From an optimization exercise on the open Yosys and OpenROAD flow, aimed at small area, a short achievable clock period and few clock cycles per item; shortcuts taken in it are not production practice. In this exercise RTL edits were held to simulation tests only and were not proved equivalent to the original. Power and IR drop assume default switching activity.

`flow/config.mk`:
```
export PLATFORM = sky130hd
export DESIGN_NAME = relu_backward_unit
export DESIGN_NICKNAME = relu_backward_unit
export VERILOG_FILES = /design/flow/design.v
export SDC_FILE = /design/flow/constraint.sdc
export NUM_CORES = 4
export LEC_CHECK = 0
export CAP_MARGIN = 20
export CORE_AREA = 2 2 718 58
export DIE_AREA = 0 0 720 60
export SETUP_SLACK_MARGIN = 2.7
export SLEW_MARGIN = 20
export SYNTH_HIERARCHICAL = 1
```
`flow/constraint.sdc`:
```
create_clock -name core_clock -period 5.0 [get_ports {clk}]
set_input_delay 1.0000 -clock core_clock [delete_from_list [all_inputs] [get_ports {clk}]]
set_output_delay 1.0000 -clock core_clock [all_outputs]
set_load 0.01 [all_outputs]
```
`flow/design.v`:
```
module relu_pos (
   input  logic [4:0] fwd,
   output logic       pos
);
   assign pos = !(fwd[4] || !(fwd[3] || fwd[2] || fwd[1] || fwd[0]));
endmodule
module relu_mask_next (
   input  logic load,
   input  logic load_n,
   input  logic pos,
   input  logic q,
   output logic d
);
   assign d = (load & pos) | (load_n & q);
endmodule
module relu_sel (
   input  logic hold_n,
   input  logic mask,
   output logic sel
);
   assign sel = hold_n & mask;
endmodule
module relu_out_bit (
   input  logic hold,
   input  logic q,
   input  logic sel,
   input  logic grad,
   output logic d
);
   assign d = (hold & q) | (sel & grad);
endmodule
module relu_ready (
   input  logic free,
   input  logic cond,
   input  logic out_ready,
   output logic ready
);
   assign ready = free | (cond & out_ready);
endmodule
module relu_backward_unit #(
   parameter int Row_Limit = 10,
   parameter int Lanes     = 10
) (
   input  logic                             clk,
   input  logic                             rst,
   input  logic                             fwd_valid,
   output logic                             fwd_ready,
   input  logic [5*Row_Limit*Row_Limit-1:0] fwd_matrix,
   input  logic                             grad_valid,
   output logic                             grad_ready,
   input  logic [5*Row_Limit*Row_Limit-1:0] grad_matrix,
   output logic                             out_valid,
   input  logic                             out_ready,
   output logic [5*Row_Limit*Row_Limit-1:0] out_matrix,
   output logic                             mask_valid,
   output logic                             busy
);
   localparam int NN = Row_Limit * Row_Limit;
   logic [NN-1:0]   mask_q, mask_d, sel;
   logic            mask_valid_q;
   logic [5*NN-1:0] out_q, out_d;
   logic            out_valid_q;
   logic            hold, hold_n, fwd_valid_n, grad_hs;
   logic            mask_valid_d, out_valid_d;
   logic            accept_free_q, accept_if_q;
   assign hold    = out_valid_q && !out_ready;
   assign hold_n  = !hold;
   assign fwd_valid_n = !fwd_valid;
   assign grad_hs = grad_valid && (accept_free_q || (accept_if_q && out_ready));
   for (genvar i = 0; i < NN; i++) begin : g_elem
      logic pos;
      relu_pos u_pos (
         .fwd ({fwd_matrix[4*NN+i], fwd_matrix[3*NN+i], fwd_matrix[2*NN+i],
                fwd_matrix[NN+i], fwd_matrix[i]}),
         .pos (pos)
      );
      relu_mask_next u_mask (
         .load   (fwd_valid),
         .load_n (fwd_valid_n),
         .pos    (pos),
         .q      (mask_q[i]),
         .d      (mask_d[i])
      );
      relu_sel u_sel (
         .hold_n (hold_n),
         .mask   (mask_d[i]),
         .sel    (sel[i])
      );
      for (genvar k = 0; k < 5; k++) begin : g_bit
         relu_out_bit u_bit (
            .hold (hold),
            .q    (out_q[k*NN+i]),
            .sel  (sel[i]),
            .grad (grad_matrix[k*NN+i]),
            .d    (out_d[k*NN+i])
         );
      end
   end
   always_ff @(posedge clk) begin
      mask_q <= mask_d;
      out_q  <= out_d;
   end
   always_ff @(posedge clk or posedge rst) begin
      if (rst) begin
         mask_valid_q  <= 1'b0;
         out_valid_q   <= 1'b0;
         accept_free_q <= 1'b0;
         accept_if_q   <= 1'b0;
      end else begin
         mask_valid_q  <= mask_valid_d;
         out_valid_q   <= out_valid_d;
         accept_free_q <= mask_valid_d && !out_valid_d;
         accept_if_q   <= mask_valid_d && out_valid_d;
      end
   end
   assign mask_valid_d = mask_valid_q || fwd_valid;
   assign out_valid_d  = hold || grad_hs;
   relu_ready u_ready (
      .free      (accept_free_q),
      .cond      (accept_if_q),
      .out_ready (out_ready),
      .ready     (grad_ready)
   );
   assign fwd_ready    = 1'b1;
   assign busy         = out_valid_q;
   assign out_valid    = out_valid_q;
   assign out_matrix   = out_q;
   assign mask_valid   = mask_valid_q;
endmodule
```
`flow/flow/run.sh`:
```
#!/bin/bash
# Standard layout, with the port buffers inserted as the smallest plain buffer
# instead of the delay buffer buffer_ports picks by default.
set -euo pipefail
export BUFFER_PORTS_ARGS="-buffer_cell sky130_fd_sc_hd__buf_1"
bash standard.sh > standard_flow.log 2>&1
```
`flow/standard.sh`:
```
#!/bin/bash
# synth_recipe.tcl (not shown) runs the flow's synth.tcl, then flattens the netlist and writes it again
# the make line also repeats each setting of config.mk as NAME=value (left out here)
make -C /OpenROAD-flow-scripts/flow DESIGN_CONFIG=/design/flow/config.mk WORK_HOME=/design/flow/orfs CLKGATE_MAP_FILE= SYNTH_SCRIPT=/design/flow/synth_recipe.tcl "${@:-finish}"
```
==> results of run 1 <==
-- modules after synthesis, one instance, submodules excluded --
| module | cells | area (µm²) |
|---|---|---|
| relu_backward_unit | 620 | 12200 |
| relu_mask_next | 1 | 8.76 |
| relu_out_bit | 1 | 8.76 |
| relu_pos | 2 | 10.0 |
| relu_ready | 1 | 7.51 |
| relu_sel | 1 | 6.26 |
-- final cells by class --
| cell class | count | area, µm² |
|---|---|---|
| clock inverters | 12 | 118 |
| diodes | 3 | 7.51 |
| inverters | 5 | 26.3 |
| fillers | 3241 | 12000 |
| repair buffers | 1529 | 5930 |
| well taps | 561 | 702 |
| flip-flops and latches | 604 | 12100 |
| clock buffers | 49 | 1030 |
| multi-input cells | 910 | 6950 |
-- synthesized netlist by cell type --
cell type  instances  area [µm²]
nor4_1           100         626
conb_1             1        3.75
a21oi_1            1        5.00
dfxtp_1          600       12000
nand2_1            1        3.75
buf_4              2        15.0
a31oi_1            1        6.26
o221a_2            1        11.3
a21o_1             1        7.51
nor2_1           101         379
and2_1           100         626
inv_1              5        18.8
a22o_1           600        5260
o21ai_0            1        5.00
nand3_1            1        5.00
dfrtp_1            4         100
nand2b_4           1        13.8
-- path summary, 6_finish.rpt --
path                                   from             to  slack (ns)  cells past startpoint
min in group core_clock          mask_q[67]     mask_q[67]        0.47                      1
worst min-delay path                    rst  accept_free_q        0.24                      2
worst max-delay path              out_ready     grad_ready        2.62                      3
worst min register to register   mask_q[67]     mask_q[67]        0.47                      1
max in group asynchronous               rst    out_valid_q        4.60                      2
worst max register to register  out_valid_q     out_q[133]        2.82                      6
-- where the power goes --
group	leakage [nW]	switching, mW	total [mW]	internal (mW)
combinational	4.80	1.12	1.93	0.808
sequential	5.02	0.280	5.61	5.33
clock	0.574	1.82	3.39	1.57
total	10.4	3.22	10.9	7.71
-- timing repair --
| item | 4_1_cts | 5_1_grt |
|---|---|---|
| gates resized for setup | 13 | 17 |
| hold endpoints to repair | 0 | 0 |
| pin swaps | 0 | 0 |
| cloned | 0 | 0 |
| hold buffers | 0 | 0 |
| setup buffers | 3 | 2 |
| endpoints found under the setup margin | 463 | 257 |
-- sequential cells by signal (all words and copies together), names as in the netlist --
name / count
out_valid_q: 1
accept_free_q: 1
mask_valid_q: 1
out_q: 500
mask_q: 100
accept_if_q: 1
-- routing by layer --
metal / wire, µm / track usage (%)
met1: 37400 / 50.0
met2: 31300 / 44.7
met3: 8560 / 14.9
met4: 283 / 2.56
met5: 160 / 2.37
-- critical path, delay by kind of cell --
family / cells / cell delay, ns
AOI/OAI and AO/OA: 1 / 0.15
buffers and inverters: 2 / 0.24
-- through the flow --
| stage | setup slack (ns) | util [%] | instance area, µm² | total power [mW] |
|---|---|---|---|---|
| 6_report | 2.62 | 69.1 | 26900 | 10.9 |
| 5_1_grt | 2.61 | 69.1 | 26900 | 11.4 |
| 4_1_cts | 2.63 | 68.9 | 26800 | 10.9 |
| 3_5_place_dp | 1.59 | 65.8 | 25600 | 7.57 |
| 3_3_place_gp | 1.65 | 65.8 | 25600 | 7.55 |
| 2_1_floorplan | -2.16 | - | 19100 | 6.62 |
-- cells in the final DEF, fill, tap and decap left out, drive strengths merged, types with 2 or more instances in the layout --
cell         n
a22o       600
and2       100
buf       1524
bufinv       2
clkbuf      54
clkinv       9
clkinvlp     2
dfrtp        4
dfxtp      600
diode        3
inv          4
nor2       101
nor4       100
-- cells by family (layout without fill, tap and decap cells) --
| group | count (synthesis) | in the layout | share of synthesized area (%) |
|---|---|---|---|
| AO/OA/AOI/OAI | 605 | 605 | 27.7 |
| buffers and inverters | 7 | 1595 | 0.177 |
| flip-flops | 604 | 604 | 63.4 |
| other | 1 | 4 | 0.0196 |
| AND/OR/NAND/NOR | 304 | 304 | 8.66 |
==> flow_summary_export.csv, run 1 <==
group,metric,value,unit
setup_path,max_stage_delay,0.15,ns
die,initial_core_util,49.1,%
min_path,hold_class,"in2async",
global_routing,grt_pass1_vias,16949,
detailed_routing,drt-total-wl,77700,µm
sta,tightestPinTransition,1.02,ns
power,vdd_drop_max,263,µV
layout,syn2layout_area_growth,40.8,%
sta,relSlewSlack,31.6,%
die,rows,20,
die,core-area,0.0389,mm²
die,dieHeight,60,µm
global_routing,antenna_found_initial,4,
detailed_routing,drc,0,
placement,gp_congestion,1.03,
setup_path,crit_chain,"buf_8, a21o_1, buf_2",
setup_path,cp-end-kind,"output pin",
cts,clk_path_buf_depth,3,
setup_path,cp_slowest_cell,"a21o_1",
layout,drive_above_1_share,3.02,%
global_routing,grt_pass1_wl,106000,µm
sta,timing.final.crit_period,2.38,ns
logic_synthesis,syn_nets,2526,
logic_synthesis,ys_warn_count,7,
die,io_pins,1510,
detailed_routing,wl_per_cell,21.2,µm
detailed_routing,via_count,19579,
logic_synthesis,ys_seq_elements,604,
placement,dp_hpwl,59700,µm
die,die-area,0.0432,mm²
power,leakagePower,10.4,nW
global_routing,grtUsageTotal,33.6,%
run,max-cap-violations,0,
setup_path,worstPathArrival,1.38,ns
logic_synthesis,syn_area,0.0191,mm²
logic_synthesis,syn_area_per_cell,12.6,µm²
cts,cts_root_buf,"clkbuf_16",
sta,slew_violations,0,
placement,dp.cells,3604,
layout,finish.cell_count_without_fillers,3673,
sta,fin_crit_sh,47.6,%
die,die_width,720,µm
detailed_routing,drtPass1Iterations,6,
detailed_routing,via_per_inst,5.33,
setup_path,cp_data_required_time,4.00,ns
detailed_routing,final_antenna_net_count,0,
placement,port_buffers,1508,
global_routing,grt_overflow,0,
global_routing,grt_max_degree,149,
sta,rsz0062_at_grt,"true",
sta,setup_viol,0,
sta,hold_viol,0,
detailed_routing,drtIter0Drc,1824,
sta,fin_setup_tns,0,ns
logic_synthesis,ys_types,17,
layout,nNetsFinal,4089,
cts,cts-buffers-inserted,34,
cts,clk_pin_slew,0.10,ns
run_status,run_status,"timing/DRC/antenna clean",
setup_path,startpoint_type,"input port",
setup_path,cp_max_fo,3,
cts,h-tree-depth,2,
sta,whs,0.237,ns
cts,tritoncts,"built",
sta,max_freq,420,MHz
power,power_density,407,mW/mm²
setup_path,critPathKind,"in2out",
cts,clock_sinks,604,
logic_synthesis,seq_area_frac_synth,63.4,%
logic_synthesis,synthCells,1521,
sta,clock_skew,0.0262,ns
cts,worstSkewPairLatency,0.62,ns
Testbench counts, summed over its fixed seeds: cycles 1,095, grads 767.
==> run 2, diff against run 1 <==
--- a/flow/config.mk
+++ b/flow/config.mk
@@ -6,8 +6,8 @@
 export NUM_CORES = 4
 export LEC_CHECK = 0
 export CAP_MARGIN = 20
-export CORE_AREA = 2 2 718 58
-export DIE_AREA = 0 0 720 60
-export SETUP_SLACK_MARGIN = 2.7
+export CORE_AREA = 2 2 758 62
+export DIE_AREA = 0 0 760 64
+export SETUP_SLACK_MARGIN = 3.0
 export SLEW_MARGIN = 20
 export SYNTH_HIERARCHICAL = 1
==> run 2 against run 1 <==
Effect of this change: still clean on timing, DRC and antenna; routed wire length grew 39%; die area grew 13%; design area grew 22%; via count grew 12%; critical path depth is the same; count of clock-buffer cells in the layout shrank 1; fmax shrank 0.91%; register-to-register slack gained 0.16 ns; clock power is essentially flat; sequential cell count is the same; final cell count grew 5.6%; power grew 12%; largest cell class unchanged; highest routed layer unchanged.
==> flow_summary_export.csv, run 2 <==
group,metric,value,unit
layout,finish.cell_count_without_fillers,3879,
setup_path,cp_max_fo,2,
setup_path,cp_slowest_cell,"a21o_1",
logic_synthesis,synth_top_area_cell,"dfxtp_1",
global_routing,grtUsageTotal,41.5,%
min_path,hold_class,"in2async",
run_status,run_status,"timing/DRC/antenna clean",
sta,max_freq,416,MHz
placement,dp.cells,3672,
global_routing,grt_pass1_wl,144000,µm
setup_path,cp_data_required_time,4.00,ns
power,power_density,373,mW/mm²
setup_path,crit_chain,"buf_8, a21o_1, buf_6",
layout,top_register,"out_q",
detailed_routing,via_count,22002,
detailed_routing,final_antenna_net_count,0,
logic_synthesis,yosysTopAreaCellShare,62.9,%
sta,relSlewSlack,58.0,%
die,die_width,760,µm
setup_path,critPathKind,"in2out",
placement,gp_congestion,1.07,
sta,timing.final.crit_period,2.40,ns
logic_synthesis,syn_area,0.0191,mm²
sta,fin_crit_sh,48.1,%
global_routing,grt_pass1_vias,19401,
logic_synthesis,ys_seq_elements,604,
sta,rsz0062_at_grt,"true",
die,die-area,0.0486,mm²
cts,tritoncts,"built",
detailed_routing,drt-total-wl,108000,µm
power,vdd_drop_max,281,µV
die,dieHeight,64,µm
logic_synthesis,seq_area_frac_synth,63.4,%
sta,setup_viol,0,
power,leakagePower,13.8,nW
layout,nNetsFinal,4227,
sta,slew_violations,0,
sta,clock_skew,0.0268,ns
placement,place_area,0.0257,mm²
die,rows,21,
power,finalPower,12.2,mW
global_routing,grt_max_degree,81,
layout,reg_top3,"out_q (500), mask_q (100)",
layout,largest_reg_flops,500,
sta,tightestPinTransition,0.628,ns
detailed_routing,drc,0,
cts,clock_sinks,604,
layout,fill_cells,3096,
setup_path,max_stage_delay,0.16,ns
setup_path,crit_family,"buffers and inverters",
layout,layout_common_cells,"buf_1, a22o_1, buf_6",
layout,design_area,0.0327,mm²
detailed_routing,drtIter0Drc,2834,
cts,worstSkewPairLatency,0.63,ns
detailed_routing,drtPass1Iterations,6,
cts,h-tree-depth,2,
setup_path,timing.critical_path.buf_inv,2,
logic_synthesis,async_flop_share,0.662,%
die,core-area,0.0431,mm²
cts,cts_root_buf,"clkbuf_16",
layout,drive_above_1_share,39.0,%
sta,whs,0.211,ns
setup_path,worstPathArrival,1.40,ns
logic_synthesis,synth.area.top_cells,"dfxtp_1, a22o_1, and2_1",
logic_synthesis,synthTopCellsByCount,"a22o_1, dfxtp_1, nor2_1",
placement,port_buffers,1508,
cts,clk_path_buf_depth,3,
detailed_routing,via_per_inst,5.67,
logic_synthesis,syn_area_per_cell,12.6,µm²
global_routing,grt_overflow,0,
logic_synthesis,ys_warn_count,7,
logic_synthesis,syn_nets,2526,
setup_path,startpoint_type,"input port",
detailed_routing,wl_per_cell,27.8,µm
logic_synthesis,synthCells,1521,
die,io_pins,1510,
logic_synthesis,ys_types,17,
logic_synthesis,synth_edf_count,0,
logic_synthesis,dominantRegCellSynth,"dfxtp_1",
cts,cts-buffers-inserted,35,
cts,clk_pin_slew,0.10,ns
layout,syn2layout_area_growth,71.2,%
die,initial_core_util,44.3,%
placement,dp_hpwl,81500,µm
sta,hold_viol,0,
layout,final_common_cell,"buf_1",
sta,setup_slack,2.60,ns
placement,dpl_worst_slack,1.79,ns
setup_path,cp-end-kind,"output pin",
run,max-cap-violations,0,
global_routing,antenna_found_initial,31,
[run 2: metrics by stage]
| step | setup TNS (ns) | utilization (%) |
|---|---|---|
| after floorplan | -1079.58 | - |
| after global placement | 0 | 59.7 |
| after detailed placement | 0 | 59.7 |
| after CTS | 0 | 74.3 |
| after global routing | 0 | 75.7 |
| final | 0 | 75.7 |
[run 2: logic make-up (layout without fill, tap and decap cells)]
logic type | Yosys count | in the layout | share of synthesized area (%)
AND/OR/NAND/NOR | 304 | 304 | 8.66
buffers and inverters | 7 | 1731 | 0.177
flip-flops | 604 | 604 | 63.4
other | 1 | 14 | 0.0196
AO/OA/AOI/OAI | 605 | 605 | 27.7
[run 2: Yosys stat by module (local to each module, per instance)]
module              flip-flops and latches  cell area (µm²)  cells inside
relu_ready                               0             7.51             1
relu_mask_next                           0             8.76             1
relu_out_bit                             0             8.76             1
relu_backward_unit                     604            12200           620
relu_sel                                 0             6.26             1
relu_pos                                 0             10.0             2
[run 2: area by class of cell]
class	instances	area [µm²]	share of cell area (%)
Antenna cell	13	32.5	0.0995
Multi-Input combinational cell	910	7050	21.6
Timing Repair Buffer	1665	10900	33.5
Sequential cell	604	12800	39.1
Tap cell	621	777	2.38
Clock inverter	12	80.1	0.245
Clock buffer	48	997	3.05
Timing Repair inverter	1	7.51	0.0230
Inverter	5	26.3	0.0804
[run 2: path summary, 6_finish.rpt]
| kind | slack, ns | to | depth (start not counted) | startpoint |
|---|---|---|---|---|
| min reg2reg | 0.47 | mask_q[28] | 1 | mask_q[28] |
| max reg2reg | 2.98 | out_q[447] | 7 | out_valid_q |
| max | 2.60 | grad_ready | 3 | out_ready |
| max in group asynchronous | 4.61 | out_valid_q | 2 | rst |
| min in group core_clock | 0.47 | mask_q[28] | 1 | mask_q[28] |
| min | 0.21 | mask_valid_q | 2 | rst |
[run 2: where the power goes]
part	switching, mW	leakage, nW	internal [mW]
combinational	1.38	8.13	1.60
sequential	0.377	5.19	5.42
clock	1.97	0.530	1.43
total	3.73	13.8	8.46
[run 2: worst reg2reg max path, stage by stage (launching register included)]
cell	delay [ns]
dfrtp_2	0.50
buf_4	0.17
nand2b_4	0.18
clkinvlp_4	0.15
buf_12	0.21
buf_16	0.22
buf_12	0.21
a22o_1	0.26
[run 2: what timing repair did]
action,CTS,global route
hold buffers,0,0
hold endpoints to repair,0,0
setup buffers,97,30
gates cloned,1,6
resized for setup,1663,100
endpoints found under the setup margin,1004,878
pin swaps,1,6
[run 2: routing by layer]
metal,share of wire [%],track usage [%]
met3,16,21.6
met4,0.62,2.07
met5,0.19,0
met2,37,50.9
met1,47,63.5
==> run 3, diff against run 2 <==
==> flow/design.v (replaced) <==
module relu_mask_next_n (
   input  logic       load,
   input  logic       load_n,
   input  logic [4:0] fwd,
   input  logic       q_n,
   output logic       d_n
);
   logic nomag;
   assign nomag = !(fwd[3] || fwd[2] || fwd[1] || fwd[0]);
   assign d_n   = (load_n | fwd[4] | nomag) & (load | q_n);
endmodule
module relu_sel (
   input  logic hold,
   input  logic mask_n,
   output logic sel
);
   assign sel = !(hold | mask_n);
endmodule
module relu_out_bit (
   input  logic hold,
   input  logic q,
   input  logic sel,
   input  logic grad,
   output logic d
);
   assign d = (hold & q) | (sel & grad);
endmodule
module relu_backward_unit #(
   parameter int Row_Limit = 10,
   parameter int Lanes     = 10
) (
   input  logic                             clk,
   input  logic                             rst,
   input  logic                             fwd_valid,
   output logic                             fwd_ready,
   input  logic [5*Row_Limit*Row_Limit-1:0] fwd_matrix,
   input  logic                             grad_valid,
   output logic                             grad_ready,
   input  logic [5*Row_Limit*Row_Limit-1:0] grad_matrix,
   output logic                             out_valid,
   input  logic                             out_ready,
   output logic [5*Row_Limit*Row_Limit-1:0] out_matrix,
   output logic                             mask_valid,
   output logic                             busy
);
   localparam int NN = Row_Limit * Row_Limit;
   logic [NN-1:0]   mask_n_q, mask_n_d, sel;
   logic            mask_valid_q;
   logic [5*NN-1:0] out_q, out_d;
   logic            out_valid_q;
   logic            hold, fwd_valid_n, grad_hs;
   logic            mask_valid_d, out_valid_d;
   logic            accept_free_q, accept_if_q;
   assign hold    = out_valid_q && !out_ready;
   assign fwd_valid_n = !fwd_valid;
   assign grad_hs = grad_valid && grad_ready;
   for (genvar i = 0; i < NN; i++) begin : g_elem
      relu_mask_next_n u_mask (
         .load   (fwd_valid),
         .load_n (fwd_valid_n),
         .fwd    ({fwd_matrix[4*NN+i], fwd_matrix[3*NN+i], fwd_matrix[2*NN+i],
                   fwd_matrix[NN+i], fwd_matrix[i]}),
         .q_n    (mask_n_q[i]),
         .d_n    (mask_n_d[i])
      );
      relu_sel u_sel (
         .hold   (hold),
         .mask_n (mask_n_d[i]),
         .sel    (sel[i])
      );
      for (genvar k = 0; k < 5; k++) begin : g_bit
         relu_out_bit u_bit (
            .hold (hold),
            .q    (out_q[k*NN+i]),
            .sel  (sel[i]),
            .grad (grad_matrix[k*NN+i]),
            .d    (out_d[k*NN+i])
         );
      end
   end
   always_ff @(posedge clk) begin
      mask_n_q <= mask_n_d;
      out_q  <= out_d;
   end
   always_ff @(posedge clk or posedge rst) begin
      if (rst) begin
         mask_valid_q  <= 1'b0;
         out_valid_q   <= 1'b0;
         accept_free_q <= 1'b0;
         accept_if_q   <= 1'b0;
      end else begin
         mask_valid_q  <= mask_valid_d;
         out_valid_q   <= out_valid_d;
         accept_free_q <= mask_valid_d && !out_valid_d;
         accept_if_q   <= mask_valid_d && out_valid_d;
      end
   end
   assign mask_valid_d = mask_valid_q || fwd_valid;
   assign out_valid_d  = hold || grad_hs;
   assign grad_ready   = accept_free_q || (accept_if_q && out_ready);
   assign fwd_ready    = 1'b1;
   assign busy         = out_valid_q;
   assign out_valid    = out_valid_q;
   assign out_matrix   = out_q;
   assign mask_valid   = mask_valid_q;
endmodule
--- a/flow/config.mk
+++ b/flow/config.mk
@@ -8,6 +8,6 @@
 export CAP_MARGIN = 20
 export CORE_AREA = 2 2 758 62
 export DIE_AREA = 0 0 760 64
-export SETUP_SLACK_MARGIN = 3.0
+export SETUP_SLACK_MARGIN = 2.7
 export SLEW_MARGIN = 20
 export SYNTH_HIERARCHICAL = 1
==> run 3 against run 2 <==
Effect of this change: design area decreased by 17%; first-iteration DRC count down 27%; still clean on timing, DRC and antenna; fmax fell by 2.4%; register-to-register slack worse by 0.12 ns; global-route usage fell by 2.6 points; sequential share of layout area increased by 5.3 points; clock power rose by 4%; count of clock-buffer cells in the layout down 4; area after synthesis fell by 2.0%; sequential cell count is the same; sequential power down 2%.
==> flow_summary_export.csv, run 3 <==
group,metric,value,unit
layout,drive_above_1_share,9.10,%
die,rows,21,
layout,largest_reg_flops,500,
run_status,run_status,"timing/DRC/antenna clean",
die,core-area,0.0431,mm²
global_routing,antenna_found_initial,26,
sta,rsz0062_at_grt,"true",
detailed_routing,drtPass1Iterations,6,
cts,worstSkewPairLatency,0.63,ns
sta,slew_violations,0,
logic_synthesis,synthCells,1419,
layout,final_common_cell,"buf_1",
logic_synthesis,async_flop_share,0.662,%
global_routing,grt_pass1_wl,134000,µm
cts,cts-buffers-inserted,35,
logic_synthesis,ys_warn_count,7,
setup_path,crit_path_frequent_cell,"buf_12",
detailed_routing,drtIter0Drc,2055,
detailed_routing,wl_per_cell,27.1,µm
power,power_density,420,mW/mm²
sta,clock_skew,0.0248,ns
sta,setup_viol,0,
placement,dp.cells,3575,
sta,tightestPinTransition,1.07,ns
setup_path,startpoint_type,"input port",
sta,timing.final.crit_period,2.46,ns
cts,clk_pin_slew,0.09,ns
sta,hold_viol,0,
layout,syn2layout_area_growth,45.9,%
layout,nNetsFinal,4006,
setup_path,cp_data_required_time,5.55,ns
placement,gp_congestion,1.07,
layout,multiInputGateArea,0.00708,mm²
global_routing,grt_pass1_vias,17892,
logic_synthesis,syn_nets,2424,
setup_path,max_stage_delay,0.59,ns
cts,tritoncts,"built",
global_routing,grtUsageTotal,38.9,%
global_routing,grt_overflow,0,
power,vdd_drop_max,228,µV
sta,fin_setup_tns,0,ns
run,max-cap-violations,0,
logic_synthesis,synth_top_area_cell,"dfxtp_1",
die,die_width,760,µm
logic_synthesis,yosysTopAreaCellShare,64.2,%
layout,top_register,"out_q",
logic_synthesis,ys_types,15,
power,leakagePower,10.3,nW
setup_path,crit_chain,"clkbuf_4, clkinvlp_4, buf_12, buf_12, o32a_4, nor2_2, a22o_1",
cts,cts_root_buf,"clkbuf_16",
layout,reg_top3,"out_q (500), mask_n_q (100)",
cts,clk_path_buf_depth,3,
layout,fill_cells,3805,
setup_path,cp_max_fo,95,
sta,fin_crit_sh,49.2,%
detailed_routing,via_per_inst,5.60,
die,initial_core_util,43.3,%
logic_synthesis,synthTopCellsByCount,"dfxtp_1, a22o_1, nor2_1",
logic_synthesis,synth.area.top_cells,"dfxtp_1, a22o_1, o32a_2",
setup_path,worstPathArrival,3.01,ns
logic_synthesis,yosysMostFrequentCell,"dfxtp_1",
logic_synthesis,ys_seq_elements,604,
logic_synthesis,seq_area_frac_synth,64.8,%
layout,layout_common_cells,"buf_1, dfxtp_1, a22o_1",
logic_synthesis,syn_area_per_cell,13.2,µm²
logic_synthesis,syn_area,0.0187,mm²
sta,relSlewSlack,27.8,%
die,io_pins,1510,
placement,port_buffers,1508,
setup_path,cp_slowest_cell,"o32a_4",
logic_synthesis,synth_edf_count,0,
cts,h-tree-depth,2,
setup_path,cp-end-kind,"flip-flop",
detailed_routing,drc,0,
logic_synthesis,dominantRegCellSynth,"dfxtp_1",
layout,regArea,0.0121,mm²
detailed_routing,via_count,20471,
sta,max_freq,406,MHz
placement,dp_hpwl,79800,µm
power,finalPower,11.5,mW
setup_path,critPathKind,"in2reg",
detailed_routing,drt-total-wl,98800,µm
die,die-area,0.0486,mm²
die,dieHeight,64,µm
layout,finish.cell_count_without_fillers,3653,
min_path,hold_class,"in2async",
cts,clock_sinks,604,
detailed_routing,final_antenna_net_count,0,
global_routing,grt_max_degree,96,
run 3: cell types whose count changed in the layout (fill, tap and decap cells not counted), sizes merged, moves of 2 or more:
cell    previous run  this run
a22o             600       500
bufinv             0         4
clkinv             8         6
and2             100         0
diode             13        11
inv                5         2
o32a               0       100
clkbuf            53        64
buf             1660      1526
run 3: path summary, 6_finish.rpt:
kind	slack, ns	startpoint	to	cells after the start
max	2.54	fwd_valid	out_q[427]	7
min	0.22	rst	accept_if_q	2
max reg2reg	2.86	out_valid_q	out_q[479]	7
min reg2reg	0.47	mask_n_q[96]	mask_n_q[96]	1
max in group asynchronous	4.62	rst	out_valid_q	2
min in group core_clock	0.47	mask_n_q[96]	mask_n_q[96]	1
run 3: kinds of logic (layout without fill, tap and decap cells):
group | Yosys count | count (layout) | synth area share [%]
AOI/OAI and AO/OA | 603 | 603 | 29.6
DFF | 604 | 604 | 64.8
and+or+nand+nor | 205 | 205 | 5.48
other | 1 | 12 | 0.0201
buffers and inverters | 6 | 1608 | 0.161
run 3: through the flow:
stage               util [%]  hold slack [ns]  setup WS (ns)  area [µm²]
floorplan                  -            0.437          -2.96       19100
global placement        59.7            0.441           1.60       25800
detailed placement      59.7            0.446           1.54       25800
CTS                     62.9            0.202           2.59       27100
global route            63.2            0.218           2.59       27300
finish                  63.2            0.222           2.54       27300
run 3: area by class of cell:
class	instances	share of cell area, %
antenna	11	0.101
inverter	4	0.0825
timing repair buffer	1546	22.4
sequential	604	44.4
timing repair inverter	1	0.0275
multi-input combinational	809	26.0
clock buffer	44	3.56
tap	621	2.85
clock inverter	13	0.660
run 3: where the power goes:
part           internal [mW]  switching, mW
clock network           1.61           1.92
logic                  0.909           1.35
registers               5.37          0.304
run 3: timing repair:
action	in CTS	in global routing
gates cloned	1	0
hold buffers	0	0
setup buffers	9	0
gates resized for setup	32	58
pin swaps	1	1
setup endpoints to repair	508	146
run 3: worst max-delay path, delay by kind of cell:
kind | cells | cell delay [ns]
simple gates | 1 | 0.31
buf+inv | 4 | 0.57
compound gates | 2 | 0.78
run 3: modules after synthesis, one instance, submodules excluded:
module | area, µm² | cells inside | flip-flops and latches
relu_out_bit | 8.76 | 1 | 0
relu_sel | 3.75 | 1 | 0
relu_mask_next_n | 17.5 | 2 | 0
relu_backward_unit | 12200 | 619 | 604
run 3: metal layers:
| metal | routed length [µm] | track usage, % |
|---|---|---|
| met2 | 37300 | 48.5 |
| met5 | 184 | 0 |
| met3 | 14900 | 20.4 |
| met4 | 438 | 2.26 |
| met1 | 46100 | 59.0 |
Testbench counts of run 3, summed over its fixed seeds: cycles 1,095, grads 767.
==> run 4, diff against run 3 <==
--- a/flow/design.v
+++ b/flow/design.v
@@ -65,7 +65,7 @@
       );
       relu_sel u_sel (
          .hold   (hold),
-         .mask_n (mask_n_d[i]),
+         .mask_n (mask_n_q[i]),
          .sel    (sel[i])
       );
       for (genvar k = 0; k < 5; k++) begin : g_bit
@@ -97,7 +97,7 @@
    end
    assign mask_valid_d = mask_valid_q || fwd_valid;
    assign out_valid_d  = hold || grad_hs;
-   assign grad_ready   = accept_free_q || (accept_if_q && out_ready);
+   assign grad_ready   = !fwd_valid && (accept_free_q || (accept_if_q && out_ready));
    assign fwd_ready    = 1'b1;
    assign busy         = out_valid_q;
    assign out_valid    = out_valid_q;
==> run 4 against run 3 <==
Effect of this change: hold slack improved by 0.00061 ns; core utilization fell by 1.1 points; power fell by 3.9%; via count rose by 3.1%; fmax fell by 5.8%; first-iteration DRC count rose by 28%; design area fell by 1.7%; count of clock-buffer cells in the layout rose by 4; final cell count barely moved.
==> flow_summary_export.csv, run 4 <==
group,metric,value,unit
setup_path,reg2reg_from,"out_valid_q",
setup_path,startpoint_type,"input port",
setup_path,timing.rr.end,"out_q[64]",
sta,slew_violations,0,
logic_synthesis,syn_nets,2425,
detailed_routing,drc,0,
die,core-area,0.0431,mm²
detailed_routing,drtPass1Iterations,6,
layout,reg_top3,"out_q (500), mask_n_q (100)",
power,leakagePower,10.3,nW
cts,clk_pin_slew,0.10,ns
placement,dp_hpwl,84000,µm
run,max-cap-violations,0,
cts,ctsHoldBuffers,0,
die,die_width,760,µm
layout,regArea,0.0121,mm²
sta,hold_viol,0,
placement,gp_congestion,1.23,
setup_path,worstPathArrival,1.61,ns
die,initial_core_util,43.4,%
detailed_routing,via_per_inst,5.78,
detailed_routing,final_antenna_net_count,0,
logic_synthesis,ys_types,16,
min_path,hold_class,"in2async",
sta,relSlewSlack,19.8,%
sta,max_freq,383,MHz
global_routing,grtUsageTotal,40.2,%
layout,largest_reg_flops,500,
setup_path,crit_path_frequent_cell,"buf_6",
setup_path,crit_chain,"buf_8, a21oi_4, buf_6, nor2_2, buf_4, buf_6",
sta,rsz0062_at_grt,"true",
layout,top_register,"out_q",
layout,design_area,0.0268,mm²
placement,place_area,0.0254,mm²
logic_synthesis,synth_top_area_cell,"dfxtp_1",
setup_path,cp-end-kind,"output pin",
power,vdd_drop_max,292,µV
global_routing,antenna_found_initial,36,
detailed_routing,via_count,21105,
detailed_routing,drtIter0Drc,2636,
logic_synthesis,seq_area_frac_synth,64.7,%
cts,clock_sinks,604,
die,die-area,0.0486,mm²
logic_synthesis,synth.area.top_cells,"dfxtp_1, a22o_1, o32a_2",
logic_synthesis,async_flop_share,0.662,%
layout,syn2layout_area_growth,43.3,%
logic_synthesis,dominantRegCellSynth,"dfxtp_1",
logic_synthesis,synth_edf_count,0,
setup_path,ff2ff_path_depth,5,
die,rows,21,
die,dieHeight,64,µm
layout,postLayoutCoreUtil,62.2,%
cts,tritoncts,"built",
layout,layout_common_cells,"buf_1, dfxtp_1, a22o_1",
sta,setup_viol,0,
detailed_routing,drt-total-wl,104000,µm
setup_path,cp_data_required_time,4.00,ns
layout,fill_cells,3847,
die,io_pins,1510,
placement,port_buffers,1508,
cts,clk_path_buf_depth,3,
layout,final_common_cell,"buf_1",
power,power_density,411,mW/mm²
sta,fin_crit_sh,52.3,%
logic_synthesis,synthCells,1420,
setup_path,critPathKind,"in2out",
cts,cts-buffers-inserted,34,
logic_synthesis,synthTopCellsByCount,"dfxtp_1, a22o_1, nor2_1",
global_routing,grt_pass1_wl,137000,µm
global_routing,grt_pass1_vias,17649,
setup_path,cp_max_fo,2,
setup_path,cp_slowest_cell,"a21oi_4",
detailed_routing,wl_per_cell,28.4,µm
sta,tightestPinTransition,1.20,ns
cts,cts_root_buf,"clkbuf_16",
global_routing,grt_max_degree,125,
layout,multiInputGateArea,0.00660,mm²
layout,nNetsFinal,3992,
logic_synthesis,yosysTopAreaCellShare,64.2,%
setup_path,reg2reg_setup_slack,2.82,ns
logic_synthesis,ys_warn_count,7,
layout,drive_above_1_share,7.84,%
setup_path,max_stage_delay,0.13,ns
cts,worstSkewPairLatency,0.63,ns
logic_synthesis,yosysMostFrequentCell,"dfxtp_1",
sta,clock_skew,0.0181,ns
logic_synthesis,syn_area,0.0187,mm²
run_status,run_status,"timing/DRC/antenna clean",
logic_synthesis,syn_area_per_cell,13.2,µm²
global_routing,grt_overflow,0,
cts,h-tree-depth,2,
logic_synthesis,ys_seq_elements,604,
sta,timing.final.crit_period,2.61,ns
-- run 4: Yosys stat by module (local to each module, per instance) --
module	copies in the design	cell area [µm²]
relu_out_bit	500	8.76
relu_sel	100	3.75
relu_mask_next_n	100	17.5
relu_backward_unit	1	12200
-- run 4: metal layers --
layer / up-vias / wire length, µm / GRT usage (%)
li1: 9007 / - / -
met1: 10703 / 49900 / 63.7
met2: 1262 / 36300 / 45.3
met3: 103 / 16900 / 22.1
met4: 30 / 405 / 2.07
met5: - / 223 / 1.02
-- run 4: layout make-up --
type	instances	share of cell area, %
flip-flops and latches	604	45.2
multi-input cells	810	24.6
repair buffers	1533	22.6
clock buffers	48	3.90
well taps	621	2.90
clock inverters	11	0.518
diodes	21	0.196
inverters	4	0.0700
-- run 4: timing repair --
| action | CTS | global route |
|---|---|---|
| pin swaps | 2 | 0 |
| hold endpoints to repair | 0 | 0 |
| buffers inserted | 1 | 2 |
| endpoints found under the setup margin | 67 | 137 |
| resized for setup | 33 | 30 |
| gates cloned | 0 | 2 |
-- run 4: where the power goes --
group / internal (mW) / total (mW) / switching (mW)
clock: 1.64 / 3.56 / 1.92
combinational: 0.744 / 1.90 / 1.15
sequential: 5.28 / 5.56 / 0.272
-- run 4: cell families (layout without fill, tap and decap cells) --
kind of cell | after synthesis | count (layout) | synth area share (%)
compound gates | 605 | 605 | 29.7
buf+inv | 6 | 1596 | 0.160
flops | 604 | 604 | 64.7
other cells | 1 | 22 | 0.0200
simple gates | 204 | 204 | 5.46
-- run 4: per-stage QoR --
step | TNS (ns) | setup slack, ns | std cells | total power [mW] | hold slack, ns
2_1_floorplan | -1768.38 | -3.53 | 1420 | 6.44 | 0.446
3_3_place_gp | 0 | 1.99 | 3567 | 7.41 | 0.451
3_5_place_dp | 0 | 1.99 | 3567 | 7.43 | 0.457
4_1_cts | 0 | 2.39 | 3627 | 10.9 | 0.199
5_1_grt | 0 | 2.36 | 3635 | 11.4 | 0.197
6_report | 0 | 2.39 | 3652 | 11.0 | 0.222
-- run 4: how the worst max path moves through the flow --
stage,startpoint,to,slack (ns),depth (start not counted)
after floorplan,out_ready,out_q[0],-3.53,3
after global placement,fwd_valid,mask_n_q[25],1.99,4
after detailed placement,fwd_valid,mask_n_q[31],1.99,4
after CTS,out_ready,grad_ready,2.39,6
after global routing,accept_if_q,grad_ready,2.36,5
final,out_ready,grad_ready,2.39,6
-- run 4: critical path: cells and delay by family --
| kind | cells | cell delay (ns) |
|---|---|---|
| buffers and inverters | 4 | 0.45 |
| and+or+nand+nor | 1 | 0.03 |
| AOI/OAI and AO/OA | 1 | 0.13 |
Testbench counts of run 4, summed over its fixed seeds: cycles 1,095, grads 767.
==> run 5, diff against run 4 <==
==> flow/flow/run.sh (replaced) <==
#!/bin/bash
# Standard layout, with the port buffers inserted as the smallest plain buffer
# instead of the delay buffer buffer_ports picks by default, and the ports of
# the one input-to-output path (the valid/ready inputs to grad_ready) placed
# side by side.
set -euo pipefail
export BUFFER_PORTS_ARGS="-buffer_cell sky130_fd_sc_hd__buf_1"
export PLACE_PINS_ARGS="-group_pins {fwd_valid out_ready grad_ready}"
bash standard.sh > standard_flow.log 2>&1
==> run 5 against run 4 <==
Effect of this change: worst setup slack improved by 0.034 ns; clock power about the same; die area did not move; count of clock-buffer cells in the layout grew 6; sequential power barely moved; core utilization hardly changed; non-clock buffer count rose by 6; power grew 0.16%; global-route usage grew 1.1 points; sequential cell count unchanged; critical path type unchanged; largest power group unchanged; highest routed layer unchanged.
==> flow_summary_export.csv, run 5 <==
group,metric,value,unit
run,max-cap-violations,0,
logic_synthesis,synth.area.top_cells,"dfxtp_1, a22o_1, o32a_2",
power,clkPwrFrac,32.3,%
logic_synthesis,syn_area_per_cell,13.2,µm²
sta,fin_crit_sh,51.6,%
power,power_density,412,mW/mm²
detailed_routing,via_count,20968,
logic_synthesis,async_flop_share,0.662,%
cts,clk_path_buf_depth,3,
layout,top_register,"out_q",
global_routing,busiest_layer,"met1",
power,vdd_drop_max,212,µV
layout,fill_cells,3864,
layout,layout_common_cells,"buf_1, dfxtp_1, a22o_1",
logic_synthesis,seq_area_frac_synth,64.7,%
die,die-area,0.0486,mm²
logic_synthesis,ys_warn_count,7,
layout,drive_above_1_share,7.81,%
logic_synthesis,ys_types,16,
logic_synthesis,synth_top_area_cell,"dfxtp_1",
placement,port_buffers,1508,
logic_synthesis,synthCells,1420,
global_routing,met2_usage,45.8,%
logic_synthesis,syn_nets,2425,
placement,dp_hpwl,85400,µm
power,pwr-share-comb,17.3,%
layout,syn2layout_area_growth,43.2,%
sta,setup_viol,0,
cts,cts_root_buf,"clkbuf_16",
die,core-area,0.0431,mm²
sta,setup_slack,2.42,ns
min_path,hold_class,"in2async",
sta,clock_skew,0.0336,ns
global_routing,use_met1,64.3,%
setup_path,timing.rr.end,"out_q[382]",
power,p_int,7.64,mW
cts,worstSkewPairLatency,0.63,ns
setup_path,ff2ff_path_depth,6,
die,io_pins,1510,
setup_path,critPathKind,"in2out",
cts,clk_pin_slew,0.09,ns
sta,slew_violations,0,
setup_path,cp_data_required_time,4.00,ns
placement,dp.cells,3574,
power,finalPower,11.0,mW
layout,largest_reg_flops,500,
die,dieHeight,64,µm
setup_path,worstPathArrival,1.58,ns
power,power_frac_seq,50.4,%
layout,final_common_cell,"buf_1",
global_routing,grt_use_met3,25.3,%
logic_synthesis,synthTopCellsByCount,"dfxtp_1, a22o_1, nor2_1",
detailed_routing,wl_per_cell,28.6,µm
setup_path,reg2reg_from,"out_valid_q",
die,rows,21,
global_routing,grtUsageTotal,41.3,%
sta,hold_viol,0,
detailed_routing,drtPass1Iterations,6,
cts,clock_sinks,604,
logic_synthesis,synth_edf_count,0,
run_status,run_status,"timing/DRC/antenna clean",
cts,h-tree-depth,2,
layout,nNetsFinal,3999,
placement,gp_congestion,1.20,
cts,tritoncts,"built",
sta,relSlewSlack,25.2,%
die,initial_core_util,43.4,%
global_routing,grt_max_degree,96,
global_routing,antenna_found_initial,27,
placement,dpl_worst_slack,1.91,ns
sta,max_freq,388,MHz
global_routing,grt_pass1_wl,140000,µm
die,die_width,760,µm
detailed_routing,via_per_inst,5.73,
layout,finish.cell_count_without_fillers,3658,
global_routing,grt_overflow,0,
logic_synthesis,yosysTopAreaCellShare,64.2,%
logic_synthesis,dominantRegCellSynth,"dfxtp_1",
sta,timing.final.crit_period,2.58,ns
sta,tightestPinTransition,1.12,ns
power,leakagePower,10.2,nW
logic_synthesis,yosysMostFrequentCell,"dfxtp_1",
power,p_sw_share,30.8,%
setup_path,startpoint_type,"input port",
detailed_routing,final_antenna_net_count,0,
setup_path,cp-end-kind,"output pin",
logic_synthesis,syn_area,0.0187,mm²
sta,whs,0.271,ns
sta,fin_setup_tns,0,ns
detailed_routing,drtIter0Drc,2911,
power,power.net_switching,3.40,mW
detailed_routing,drt-total-wl,105000,µm
setup_path,reg2reg_setup_slack,2.67,ns
detailed_routing,drc,0,
global_routing,grt_pass1_vias,17810,
layout,reg_top3,"out_q (500), mask_n_q (100)",
setup_path,cp_max_fo,4,
logic_synthesis,ys_seq_elements,604,
cts,cts-buffers-inserted,35,
sta,rsz0062_at_grt,"true",
-- run 5: logic make-up (layout without fill, tap and decap cells) --
family | Yosys count | after routing | share of synthesized area (%)
other cells | 1 | 18 | 0.0200
compound gates | 605 | 605 | 29.7
simple gates | 204 | 204 | 5.46
buf+inv | 6 | 1606 | 0.160
flops | 604 | 604 | 64.7
-- run 5: metal layers --
layer	share of wire (%)	routed length, µm	up-vias
met2	35	36300	1229
met1	48	49800	10600
li1	-	-	9026
met4	0.35	371	24
met3	17	17600	89
met5	0.42	437	-
-- run 5: worst max-delay path by stage --
stage | start | cells after the start | slack [ns] | endpoint
global placement | fwd_valid | 4 | 1.91 | accept_if_q
CTS | accept_free_q | 3 | 2.43 | grad_ready
floorplan | out_ready | 3 | -3.53 | out_q[0]
finish | out_ready | 4 | 2.42 | grad_ready
detailed placement | out_ready | 6 | 1.91 | out_q[345]
global route | accept_free_q | 3 | 2.37 | grad_ready
-- run 5: critical path: stages --
cell and delay, ns:
buf_6 0.12, a21oi_4 0.23, nor2_1 0.07, buf_2 0.15
-- run 5: cell type report --
cell class / count / area [µm²] / area share [%]
timing repair buffer: 1539 / 6060 / 22.6
clock inverter: 9 / 121 / 0.453
inverter: 4 / 18.8 / 0.0700
sequential: 604 / 12100 / 45.2
multi-input combinational: 810 / 6610 / 24.6
clock buffer: 54 / 1060 / 3.95
antenna: 17 / 42.5 / 0.159
tap: 621 / 777 / 2.90
-- run 5: timing repair --
item | in CTS | in global routing
resized for setup | 36 | 22
endpoints found under the setup margin | 351 | 26
hold buffers | 0 | 0
pin swaps | 1 | 1
setup buffers | 4 | 0
-- run 5: per-module statistics from Yosys, one instance, submodules excluded --
| module | flip-flops and latches | cells | cell area (µm²) |
|---|---|---|---|
| relu_sel | 0 | 1 | 3.75 |
| relu_out_bit | 0 | 1 | 8.76 |
| relu_mask_next_n | 0 | 2 | 17.5 |
| relu_backward_unit | 604 | 620 | 12200 |
-- run 5: power groups by stage --
stage	sequential, mW	combinational, mW	clock, mW
final	5.56	1.91	3.56
after global placement	5.64	1.80	0
after global routing	5.61	1.98	3.80
after detailed placement	5.65	1.81	0
after floorplan	5.79	0.647	0
after CTS	5.54	1.84	3.54
-- run 5: metrics by stage --
step           utilization (%)  area [µm²]
6_report                  62.1       26800
5_1_grt                   62.0       26800
4_1_cts                   62.0       26700
3_5_place_dp              58.9       25400
3_3_place_gp              58.9       25400
2_1_floorplan                -       18700
==> run 6, diff against run 5 <==
--- a/flow/design.v
+++ b/flow/design.v
@@ -24,6 +24,15 @@
    output logic d
 );
    assign d = (hold & q) | (sel & grad);
+endmodule
+module relu_ready (
+   input  logic fwd_valid,
+   input  logic free,
+   input  logic cond,
+   input  logic out_ready,
+   output logic ready
+);
+   assign ready = !fwd_valid && (free || (cond && out_ready));
 endmodule
 module relu_backward_unit #(
    parameter int Row_Limit = 10,
@@ -53,7 +62,8 @@
    logic            accept_free_q, accept_if_q;
    assign hold    = out_valid_q && !out_ready;
    assign fwd_valid_n = !fwd_valid;
-   assign grad_hs = grad_valid && grad_ready;
+   assign grad_hs = grad_valid && !fwd_valid &&
+                    (accept_free_q || (accept_if_q && out_ready));
    for (genvar i = 0; i < NN; i++) begin : g_elem
       relu_mask_next_n u_mask (
          .load   (fwd_valid),
@@ -97,7 +107,13 @@
    end
    assign mask_valid_d = mask_valid_q || fwd_valid;
    assign out_valid_d  = hold || grad_hs;
-   assign grad_ready   = !fwd_valid && (accept_free_q || (accept_if_q && out_ready));
+   relu_ready u_ready (
+      .fwd_valid (fwd_valid),
+      .free      (accept_free_q),
+      .cond      (accept_if_q),
+      .out_ready (out_ready),
+      .ready     (grad_ready)
+   );
    assign fwd_ready    = 1'b1;
    assign busy         = out_valid_q;
    assign out_valid    = out_valid_q;
==> flow/flow/run.sh (replaced) <==
#!/bin/bash
# Standard layout, with the port buffers inserted as the smallest plain buffer
# instead of the delay buffer buffer_ports picks by default.
set -euo pipefail
export BUFFER_PORTS_ARGS="-buffer_cell sky130_fd_sc_hd__buf_1"
bash standard.sh > standard_flow.log 2>&1
==> run 6 against run 5 <==
Effect of this change: critical path type unchanged; routed wire length shrank 3.1%; critical path depth shrank 1; sequential cell count is the same; still clean on timing, DRC and antenna.
==> flow_summary_export.csv, run 6 <==
group,metric,value,unit
run_status,run_status,"timing/DRC/antenna clean",
global_routing,busiest_layer,"met1",
logic_synthesis,yosysMostFrequentCell,"dfxtp_1",
logic_synthesis,synthCells,1421,
sta,fin_crit_sh,48.1,%
global_routing,use_met1,61.6,%
power,vdd_drop_max,301,µV
placement,place_area,0.0253,mm²
logic_synthesis,dominantRegCellSynth,"dfxtp_1",
detailed_routing,drtIter0Drc,2519,
die,core-area,0.0431,mm²
cts,clk_pin_slew,0.09,ns
detailed_routing,drtPass1Iterations,6,
sta,max_freq,416,MHz
layout,finish.cell_count_without_fillers,3636,
layout,fill_cells,3879,
die,die_width,760,µm
cts,clk_path_buf_depth,3,
layout,syn2layout_area_growth,43.0,%
power,power_density,412,mW/mm²
setup_path,reg2reg_from,"out_valid_q",
logic_synthesis,ys_types,16,
layout,multiInputGateArea,0.00664,mm²
logic_synthesis,syn_area,0.0187,mm²
sta,rsz0062_at_grt,"true",
layout,reg_top3,"out_q (500), mask_n_q (100)",
logic_synthesis,synth_edf_count,0,
sta,timing.final.crit_period,2.40,ns
sta,tightestPinTransition,1.15,ns
layout,nNetsFinal,3982,
min_path,hold_class,"in2async",
layout,drive_above_1_share,7.60,%
sta,clock_skew,0.0223,ns
global_routing,met2_usage,45.8,%
cts,worstSkewPairLatency,0.63,ns
placement,dp.cells,3559,
setup_path,timing.rr.end,"out_q[212]",
cts,ctsHoldBuffers,0,
die,initial_core_util,43.4,%
placement,gp_congestion,1.07,
logic_synthesis,synth.area.top_cells,"dfxtp_1, a22o_1, o32a_2",
detailed_routing,via_per_inst,5.66,
cts,h-tree-depth,2,
setup_path,startpoint_type,"input port",
setup_path,cp_max_fo,17,
die,rows,21,
cts,postCtsSetupBuffers,0,
logic_synthesis,syn_nets,2426,
logic_synthesis,ys_warn_count,7,
layout,final_common_cell,"buf_1",
layout,top_register,"out_q",
setup_path,worstPathArrival,1.40,ns
setup_path,ff2ff_path_depth,6,
global_routing,grt_use_met3,22.3,%
placement,port_buffers,1508,
sta,slew_violations,0,
logic_synthesis,syn_area_per_cell,13.2,µm²
layout,layout_common_cells,"buf_1, dfxtp_1, a22o_1",
logic_synthesis,yosysTopAreaCellShare,64.1,%
logic_synthesis,async_flop_share,0.662,%
sta,setup_viol,0,
setup_path,reg2reg_setup_slack,2.67,ns
cts,tritoncts,"built",
logic_synthesis,seq_area_frac_synth,64.7,%
global_routing,grt_pass1_vias,17883,
global_routing,grt_overflow,0,
cts,clock_sinks,604,
die,dieHeight,64,µm
setup_path,cp-end-kind,"output pin",
detailed_routing,drt-total-wl,101000,µm
detailed_routing,drc,0,
power,leakagePower,10.2,nW
cts,cts-buffers-inserted,35,
layout,design_area,0.0268,mm²
die,io_pins,1510,
global_routing,grt_max_degree,124,
global_routing,grtUsageTotal,39.6,%
layout,regArea,0.0121,mm²
logic_synthesis,synthTopCellsByCount,"dfxtp_1, a22o_1, nor2_1",
global_routing,grt_pass1_wl,136000,µm
sta,hold_viol,0,
die,die-area,0.0486,mm²
detailed_routing,wl_per_cell,27.9,µm
layout,largest_reg_flops,500,
detailed_routing,final_antenna_net_count,0,
setup_path,critPathKind,"in2out",
logic_synthesis,synth_top_area_cell,"dfxtp_1",
setup_path,cp_data_required_time,4.00,ns
sta,relSlewSlack,23.0,%
placement,dp_hpwl,81400,µm
detailed_routing,via_count,20568,
global_routing,antenna_found_initial,25,
run,max-cap-violations,0,
logic_synthesis,ys_seq_elements,604,
cts,cts_root_buf,"clkbuf_16",
## run 6: cell count changes after synthesis
cell and delta:
nand2b_4 +2, a31o_2 -1, o32ai_1 -1, o221a_1 +1
a21o_1 -1, a311oi_2 -1, o21ai_1 +1, o22ai_1 +1
nor2b_1 -1, a21oi_2 +1
## run 6: cell type report
| class | count | area share (%) |
|---|---|---|
| diodes | 14 | 0.131 |
| clock buffers | 47 | 3.86 |
| clock inverters | 14 | 0.668 |
| inverters | 4 | 0.0841 |
| multi-input cells | 811 | 24.8 |
| flip-flops and latches | 604 | 45.3 |
| well taps | 621 | 2.90 |
| repair buffers | 1521 | 22.3 |
## run 6: power breakdown
part / internal [mW] / switching [mW]
logic: 0.737 / 1.11
clock network: 1.69 / 1.93
registers: 5.29 / 0.286
## run 6: how the worst max path moves through the flow
stage	from	endpoint	depth (start not counted)	slack, ns
floorplan	out_ready	out_q[0]	4	-2.94
global placement	out_ready	out_q[38]	7	1.59
detailed placement	out_ready	out_q[21]	7	1.52
CTS	out_ready	grad_ready	4	2.59
global route	accept_if_q	grad_ready	3	2.58
finish	fwd_valid	grad_ready	3	2.60
## run 6: what timing repair did
action	in CTS	in global routing
pin swaps	2	2
gates resized for setup	35	37
endpoints found under the hold margin	0	0
cloned	1	1
endpoints found under the setup margin	291	251
## run 6: metrics by stage
step	power, mW	util (%)	worst slack, ns	setup TNS, ns	hold slack [ns]
after floorplan	6.46	-	-2.94	-1471.63	0.446
after global placement	7.38	58.6	1.59	0	0.452
after detailed placement	7.40	58.6	1.52	0	0.456
after CTS	10.9	61.7	2.59	0	0.211
after global routing	11.4	62.0	2.58	0	0.219
final	11.0	62.1	2.60	0	0.229
## run 6: layer usage
layer  share of wire [%]  up-vias
li1                    -     8995
met1                  48    10365
met2                  36     1082
met3                  15      100
met4                0.57       26
met5                0.20        -
## run 6: logic make-up after synthesis
group,count (synthesis),synth area share (%)
buf+inv,6,0.160
compound gates,605,29.6
simple gates,205,5.57
other cells,1,0.0200
flops,604,64.7
## run 6: critical path, stage by stage
cell and delay (ns):
clkbuf_16 0.16, nor2_2 0.10, buf_2 0.13
## run 6: Yosys stat by module (local to each module, per instance)
module,flip-flops and latches,cell area [µm²],copies in the design
relu_out_bit,0,8.76,500
relu_sel,0,3.75,100
relu_ready,0,8.76,1
relu_mask_next_n,0,17.5,100
relu_backward_unit,604,12200,1
Testbench counts of run 6, summed over its fixed seeds: cycles 1,095, grads 767.

[what the ideal ports hide]
Ports are ideal in the flow. The routed layouts listed here were re-timed in OpenROAD.
Step 1: set_driving_cell puts a clkbuf_16 on clk and a buf_2 on each other input, an assumption about the parent block.
Step 2 adds t to the input delays and takes it off the output delays; t is the mean of the earliest and latest rising clock arrival at the registers after step 1. Input paths then give back, and output paths get back, about the clock's delay inside the block.
a / b / c = ideal / step 1 / step 2; a / b = the first two.
run | t, ns | slack for setup (ns) | slew at the worst register clock pin (ns) | worst slew at a driven data input, ns
run 1 | 0.684 | 2.618 / 2.569 / 1.997 | 0.11 / 0.11 | 0.31
run 2 | 0.707 | 2.596 / 2.495 / 2.150 | 0.11 / 0.11 | 0.40
run 3 | 0.700 | 2.538 / 2.574 / 1.903 | 0.11 / 0.11 | 0.32
run 4 | 0.712 | 2.387 / 2.331 / 2.129 | 0.11 / 0.11 | 0.37
run 5 | 0.702 | 2.421 / 2.334 / 2.003 | 0.12 / 0.12 | 0.44
run 6 | 0.709 | 2.597 / 2.549 / 1.960 | 0.12 / 0.12 | 0.36
After both steps every run listed still meets setup and hold. The setup slack of run 6, which loses most, moves by -0.048 ns with the drivers and by -0.637 ns with both steps.
